This design comes from an exercise in tuning for a short achievable clock period and few clock cycles on the open sky130 flow, not from production work.
Only simulation tests tie the RTL to the original design; equivalence was not proved.
Power is estimated from default activity; no workload was simulated.

==> module prefix_add, before the edit <==
module prefix_add
#(
    parameter int W = 32
)
(
    input  logic [W-1:0] a,
    input  logic [W-1:0] b,
    input  logic         cin,
    output logic [W-1:0] sum,
    output logic         cout
);
    localparam int L = 5;   
    logic [W-1:0] p;
    logic [W-1:0] t;
    logic [W-1:0] gg [1:L];
    logic [W-1:0] pp [1:L];
    assign p = a ^ b;
    assign t = a | b;
    always_comb
    begin
        gg[1][0] = (a[0] & b[0]) | (t[0] & cin);
        pp[1][0] = p[0];
        for (int i = 1; i < W; i++)
        begin
            gg[1][i] = (a[i] & b[i]) | (((t[i] & a[i-1])) & b[i-1]) | ((t[i] & t[i-1]) & (i == 1 ? cin : 1'b0));
            pp[1][i] = p[i] & p[i-1];
        end
        for (int l = 2; l <= L; l++)
        begin
            for (int i = 0; i < W; i++)
            begin
                if (i >= (1 << (l - 1)))
                begin
                    gg[l][i] = gg[l-1][i] | (pp[l-1][i] & gg[l-1][i - (1 << (l - 1))]);
                    pp[l][i] = pp[l-1][i] & pp[l-1][i - (1 << (l - 1))];
                end
                else
                begin
                    gg[l][i] = gg[l-1][i];
                    pp[l][i] = pp[l-1][i];
                end
            end
        end
    end
    assign sum  = p ^ {gg[L][W-2:0], cin};
    assign cout = gg[L][W-1];
endmodule
==> module sequencer, before the edit <==
module sequencer
(
    input  logic              clock,
    input  logic              rst,
    input  logic              ack,
    input  isa_pkg::word_t    rdata,
    input  isa_pkg::word_t    opnd_a,
    input  isa_pkg::word_t    opnd_b,
    input  logic              flag_a,
    output logic              req,
    output bus_pkg::mem_req_t mem_req,
    output isa_pkg::instr_t   fields,
    output logic              issue,
    output logic              halted
);
    logic            st_fetch;
    logic            st_cap;
    logic            st_dec;
    logic            st_store;
    logic            st_post;
    logic            req_q;
    logic            halted_q;
    bus_pkg::addr_t  pc_inc;
    bus_pkg::addr_t  addr_q;
    bus_pkg::data_t  wdata_q;
    logic            write_q;
    isa_pkg::instr_t ir;
    logic            is_store;
    logic            taken;
    bus_pkg::addr_t  target;
    logic            ld_store;
    logic            ld_fetch;
    logic            ld_hold;
    assign is_store = (ir.op == isa_pkg::OP_STORE);
    assign taken    = (ir.op == isa_pkg::OP_JMP) || ((ir.op == isa_pkg::OP_JF) && flag_a);
    assign target   = taken ? {32'b0, ir.imm} : pc_inc;
    always_ff @(posedge clock)
    begin
        if (rst)
        begin
            st_fetch <= 1'b1;
            st_cap   <= 1'b0;
            st_dec   <= 1'b0;
            st_store <= 1'b0;
            st_post  <= 1'b0;
            req_q    <= 1'b0;
            halted_q <= 1'b0;
        end
        else
        begin
            if (st_fetch)
            begin
                if (req_q && ack)
                begin
                    req_q    <= 1'b0;
                    st_fetch <= 1'b0;
                    if (rdata[isa_pkg::OP_W-1:0] == isa_pkg::OP_HALT)
                    begin
                        halted_q <= 1'b1;
                    end
                    else
                    begin
                        st_cap <= 1'b1;
                    end
                end
                else if (!ack)
                begin
                    req_q <= 1'b1;
                end
            end
            if (st_cap)
            begin
                st_cap <= 1'b0;
                st_dec <= 1'b1;
            end
            if (st_dec)
            begin
                st_dec <= 1'b0;
                req_q  <= !ack;
                if (is_store)
                begin
                    st_store <= 1'b1;
                end
                else
                begin
                    st_fetch <= 1'b1;
                end
            end
            if (st_store)
            begin
                if (req_q && ack)
                begin
                    req_q    <= 1'b0;
                    st_store <= 1'b0;
                    st_post  <= 1'b1;
                end
                else if (!ack)
                begin
                    req_q <= 1'b1;
                end
            end
            if (st_post)
            begin
                st_post  <= 1'b0;
                st_fetch <= 1'b1;
            end
        end
    end
    assign ld_store = st_dec && is_store;
    assign ld_fetch = st_dec && !is_store;
    assign ld_hold  = !st_dec && !st_post;
    always_ff @(posedge clock)
    begin
        addr_q  <= {64{!rst}} & (({64{ld_store}} & opnd_b) | ({64{ld_fetch}} & target)
                                 | ({64{st_post}} & pc_inc) | ({64{ld_hold}} & addr_q));
        write_q <= !rst && (ld_store || (ld_hold && write_q));
        wdata_q <= ({64{ld_store}} & opnd_a) | ({64{!st_dec}} & wdata_q);
    end
    always_ff @(posedge clock)
    begin
        if (st_cap)
        begin
            ir     <= isa_pkg::instr_t'(rdata);
            pc_inc <= addr_q + bus_pkg::addr_t'(1);
        end
    end
    assign req           = req_q;
    assign mem_req.addr  = addr_q;
    assign mem_req.wdata = wdata_q;
    assign mem_req.write = write_q;
    assign fields        = ir;
    assign issue         = st_dec;
    assign halted        = halted_q;
endmodule
==> flow/config.mk <==
export PLATFORM = sky130hd
export DESIGN_NAME = cpu_top
export DESIGN_NICKNAME = cpu_top
export VERILOG_FILES = /design/flow/design.v
export SDC_FILE = /design/flow/constraint.sdc
export NUM_CORES = 4
export LEC_CHECK = 0
export ABC_CLOCK_PERIOD_IN_PS = 2000
export CAP_MARGIN = 20
export CORE_MARGIN = 2
export CORE_UTILIZATION = 60
export PLACE_DENSITY = 0.7
export SETUP_SLACK_MARGIN = 5
export SLEW_MARGIN = 20
==> flow/constraint.sdc <==
create_clock -name core_clock -period 7.5 [get_ports {clock}]
set_input_delay 1.5000 -clock core_clock [delete_from_list [all_inputs] [get_ports {clock}]]
set_output_delay 1.5000 -clock core_clock [all_outputs]
set_load 0.01 [all_outputs]
run.sh (not shown) runs the stock make flow with config.mk's settings and CLKGATE_MAP_FILE= SYNTH_SCRIPT=/design/flow/synth_recipe.tcl, a recipe that flattens the netlist after the stock synthesis.
The first run passed the timing, design-rule and antenna checks.
Testbench counts at the start, summed over its fixed seeds: cycles 122,077.
Change:
--- a/flow/design.v
+++ b/flow/design.v
@@ -264,23 +264,17 @@
     output logic         cout
 );
     localparam int L = 5;   
     logic [W-1:0] p;
-    logic [W-1:0] t;
-    logic [W-1:0] gg [1:L];
-    logic [W-1:0] pp [1:L];
+    logic [W-1:0] gg [0:L];
+    logic [W-1:0] pp [0:L];
     assign p = a ^ b;
-    assign t = a | b;
     always_comb
     begin
-        gg[1][0] = (a[0] & b[0]) | (t[0] & cin);
-        pp[1][0] = p[0];
-        for (int i = 1; i < W; i++)
-        begin
-            gg[1][i] = (a[i] & b[i]) | (((t[i] & a[i-1])) & b[i-1]) | ((t[i] & t[i-1]) & (i == 1 ? cin : 1'b0));
-            pp[1][i] = p[i] & p[i-1];
-        end
-        for (int l = 2; l <= L; l++)
+        gg[0]    = a & b;
+        pp[0]    = p;
+        gg[0][0] = (a[0] & b[0]) | (p[0] & cin);
+        for (int l = 1; l <= L; l++)
         begin
             for (int i = 0; i < W; i++)
             begin
                 if (i >= (1 << (l - 1)))
@@ -415,9 +409,9 @@
     begin
         addr_q  <= {64{!rst}} & (({64{ld_store}} & opnd_b) | ({64{ld_fetch}} & target)
                                  | ({64{st_post}} & pc_inc) | ({64{ld_hold}} & addr_q));
         write_q <= !rst && (ld_store || (ld_hold && write_q));
-        wdata_q <= ({64{ld_store}} & opnd_a) | ({64{!st_dec}} & wdata_q);
+        wdata_q <= ({64{ld_store}} & opnd_a) | ({64{!ld_store}} & wdata_q);
     end
     always_ff @(posedge clock)
     begin
         if (st_cap)
Effect: The new run went through all stages and came out clean. Cell count decreases slightly. Total power increases slightly. Die area increases slightly. Fmax decreases by a few percent. Setup slack degrades by 0.11 ns. Global-route usage increases by 0.45 points. Non-clock buffer count decreases by 58. Synthesized area increases slightly. Clock-buffer cell count decreases by 10.
Testbench counts after the change, summed over its fixed seeds: cycles 122,077.

port drivers added, routing unchanged:
The results above use ideal ports. As a check the final layouts listed here were re-extracted and re-timed, cells and wires unchanged.
Step 1: set_driving_cell puts a clkbuf_16 on clock and a buf_2 on each other input, an assumption about the parent block.
Step 2 adds t to the input delays and takes it off the output delays; t is the mean of the earliest and latest rising clock arrival at the registers after step 1. Input paths then give back, and output paths get back, about the clock's delay inside the block.
a / b / c = no drivers / after step 1 / after step 2; a / b = the first two.
| run | shift t [ns] | slack for setup (ns) | worst setup path at the end | latest minus earliest clock arrival (ns) |
|---|---|---|---|---|
| the first run | 0.809 | 4.535 / 4.535 / 4.009 | input to register | 0.035 / 0.035 |
| the second run | 0.793 | 4.424 / 4.424 / 4.205 | input to register | 0.023 / 0.024 |
After both steps setup and hold are still met in every run listed. The setup slack of the first run, which loses most, moves by 0.000 ns with the drivers and by -0.526 ns with both steps.
